From an optimization exercise on the open Yosys and OpenROAD flow, aimed at small area; shortcuts taken in it are not production practice. The RTL was checked by simulation tests, not by an equivalence proof against the original design.

// conv3x3_window_mac
module conv3x3_window_mac (
  input  logic        clk,
  input  logic        rst,
  input  logic        en,
  input  logic        clear,
  input  logic [7:0]  tap1,
  input  logic [7:0]  tap2,
  input  logic [7:0]  tap3,
  input  logic [7:0]  tap4,
  input  logic [7:0]  tap5,
  input  logic [7:0]  tap6,
  input  logic [7:0]  tap7,
  input  logic [7:0]  tap8,
  input  logic [7:0]  tap9,
  input  logic [71:0] weights,
  input  logic [15:0] bias,
  output logic [7:0]  out_data,
  output logic        out_valid,
  output logic [3:0]  out_row,
  output logic [3:0]  out_col,
  output logic        frame_done
);
  logic [7:0] tap [9];
  assign tap[0] = tap1;
  assign tap[1] = tap2;
  assign tap[2] = tap3;
  assign tap[3] = tap4;
  assign tap[4] = tap5;
  assign tap[5] = tap6;
  assign tap[6] = tap7;
  assign tap[7] = tap8;
  assign tap[8] = tap9;
  logic [3:0] row_q, col_q;    
  logic [3:0] hist_q;
  logic       adv, last_col, last_row;
  assign adv      = hist_q[3];
  assign last_col = (col_q == 4'd11);
  assign last_row = (row_q == 4'd11);
  always_ff @(posedge clk or posedge rst) begin
    if (rst) begin
      row_q  <= 4'd14;
      col_q  <= 4'd14;
      hist_q <= '0;
    end else if (clear) begin
      row_q  <= 4'd14;
      col_q  <= 4'd14;
      hist_q <= '0;
    end else begin
      hist_q <= {hist_q[2:0], en};
      if (adv) begin
        if (last_col) begin
          col_q <= 4'd14;
          row_q <= last_row ? 4'd14 : row_q + 4'd1;
        end else begin
          col_q <= col_q + 4'd1;
        end
      end
    end
  end
  assign out_valid  = hist_q[3] && !(row_q[3] && row_q[2]) && !(col_q[3] && col_q[2]);
  assign frame_done = hist_q[3] && last_row && last_col;
  assign out_row    = row_q;
  assign out_col    = col_q;
  logic pp0_0_0;
  logic pp0_0_1;
  logic pp0_0_2;
  logic pp0_0_3;
  logic pp0_0_4;
  logic pp0_0_5;
  logic pp0_0_6;
  logic pp0_0_7;
  logic pp0_1_0;
  logic pp0_1_1;
  logic pp0_1_2;
  logic pp0_1_3;
  logic pp0_1_4;
  logic pp0_1_5;
  logic pp0_1_6;
  logic pp0_1_7;
  logic pp0_2_0;
  logic pp0_2_1;
  logic pp0_2_2;
  logic pp0_2_3;
  logic pp0_2_4;
  logic pp0_2_5;
  logic pp0_2_6;
  logic pp0_2_7;
  ...
For scale: ~1300 cells after synthesis, ~180 I/O pins, roughly 15000 µm² of cells after synthesis.
Settings: LEC_CHECK=0, CAP_MARGIN=20, CORE_MARGIN=2, CORE_UTILIZATION=40, CTS_BUF_LIST=sky130_fd_sc_hd__clkbuf_8, GPL_TIMING_DRIVEN=0, SLEW_MARGIN=20; clock period 6.5 ns.
standard.sh (not shown) runs the stock make flow with config.mk's settings and CLKGATE_MAP_FILE= SYNTH_SCRIPT=/design/flow/synth_recipe.tcl, a recipe that flattens the netlist after the stock synthesis.
==> flow/flow/run.sh <==
#!/bin/bash
# Standard ORFS layout with two changes:
#  * after synthesis, flow/polopt.py re-chooses the polarity of each full adder and
#    two-input gate to drop the inverters that Yosys' adder extraction leaves between
#    adders (registers and their names are untouched);
#  * the port buffers are plain sky130_fd_sc_hd__buf_1 cells (see BUFFER_PORTS_ARGS).
set -euo pipefail
R=orfs/results/sky130hd/conv3x3_window_mac/base
bash standard.sh synth > synth.log 2>&1
cp $R/1_2_yosys.v $R/1_2_yosys.std.v
python3 flow/polopt.py $R/1_2_yosys.std.v $R/1_2_yosys.v > polopt.log 2>&1
rm -f $R/1_synth.odb $R/1_synth.sdc
bash standard.sh finish "BUFFER_PORTS_ARGS=${BUF_ARGS:--buffer_cell sky130_fd_sc_hd__buf_1}" > layout.log 2>&1
Other scripts of this flow, unchanged in this note and not shown: flow/flow/polopt.py
The baseline went through all stages and came out clean.
==> next run, changes <==
--- a/flow/design.v
+++ b/flow/design.v
@@ -22,53 +22,61 @@
 );
   logic [7:0] tap [9];
   assign tap[0] = tap1;
   assign tap[1] = tap2;
   assign tap[2] = tap3;
   assign tap[3] = tap4;
   assign tap[4] = tap5;
   assign tap[5] = tap6;
   assign tap[6] = tap7;
   assign tap[7] = tap8;
   assign tap[8] = tap9;
-  logic [3:0] row_q, col_q;    
+  logic [3:0] row_q, col_q;
   logic [3:0] hist_q;
-  logic       adv, last_col, last_row;
-  assign adv      = hist_q[3];
-  assign last_col = (col_q == 4'd11);
-  assign last_row = (row_q == 4'd11);
+  logic       last_col, last_row;
+  assign last_col = (col_q == 4'd13);
+  assign last_row = (row_q == 4'd13);
   always_ff @(posedge clk or posedge rst) begin
     if (rst) begin
-      row_q  <= 4'd14;
-      col_q  <= 4'd14;
+      row_q  <= '0;
+      col_q  <= '0;
       hist_q <= '0;
     end else if (clear) begin
-      row_q  <= 4'd14;
-      col_q  <= 4'd14;
+      row_q  <= '0;
+      col_q  <= '0;
       hist_q <= '0;
     end else begin
       hist_q <= {hist_q[2:0], en};
-      if (adv) begin
+      if (en) begin
         if (last_col) begin
-          col_q <= 4'd14;
-          row_q <= last_row ? 4'd14 : row_q + 4'd1;
+          col_q <= '0;
+          row_q <= last_row ? 4'd0 : row_q + 4'd1;
         end else begin
           col_q <= col_q + 4'd1;
         end
       end
     end
   end
-  assign out_valid  = hist_q[3] && !(row_q[3] && row_q[2]) && !(col_q[3] && col_q[2]);
-  assign frame_done = hist_q[3] && last_row && last_col;
-  assign out_row    = row_q;
-  assign out_col    = col_q;
+  logic [2:0] back;       
+  logic       borrow;
+  logic [3:0] col_e, row_e;
+  always_comb begin
+    back   = 3'd1 + {2'd0, hist_q[0]} + {2'd0, hist_q[1]} + {2'd0, hist_q[2]};
+    borrow = (col_q < {1'b0, back});
+    col_e  = borrow ? col_q + 4'd14 - {1'b0, back} : col_q - {1'b0, back};
+    row_e  = borrow ? ((row_q == 4'd0) ? 4'd13 : row_q - 4'd1) : row_q;
+  end
+  assign out_valid  = hist_q[3] && (row_e >= 4'd2) && (col_e >= 4'd2);
+  assign frame_done = hist_q[3] && (row_e == 4'd13) && (col_e == 4'd13);
+  assign out_row    = row_e - 4'd2;
+  assign out_col    = col_e - 4'd2;
   logic pp0_0_0;
   logic pp0_0_1;
   logic pp0_0_2;
   logic pp0_0_3;
   logic pp0_0_4;
   logic pp0_0_5;
   logic pp0_0_6;
   logic pp0_0_7;
   logic pp0_1_0;
   logic pp0_1_1;
   logic pp0_1_2;
=>
- The changed run went through all stages and came out clean
- routed wire length goes up by about 3.5%
- core utilization stays flat
- global-route usage is about the same
- area after synthesis goes up by about 3.3%
- die area goes up by about 3.3%
- non-clock buffer count stays the same
- first-iteration DRC count goes up by about 15%
- register-to-register slack got worse by 0.11 ns

==> what the ideal ports hide <==
No port has a modelled driver above. Below, the same layouts with a new extraction and two added sets of constraints. Step 1: set_driving_cell puts a clkbuf_16 on clk and a buf_2 on each other input, an assumption about the parent block. Step 2 also shifts input and output timing later by t, the mid clock arrival at the registers, as if the neighbouring blocks saw the same clock. Slacks: no drivers / after step 1 / after step 2; pairs: no drivers / after step 1.
run	shift t [ns]	setup WS [ns]	cell pins on the clock port's net
the first run	0.342	0.227 / 0.233 / -0.109	1
the second run	0.354	0.272 / 0.273 / -0.082	1
Met with ideal ports but missed after step 2: setup timing in the first run and the second run. The setup slack of the second run, which loses most, moves by +0.001 ns with the drivers and by -0.354 ns with both steps.
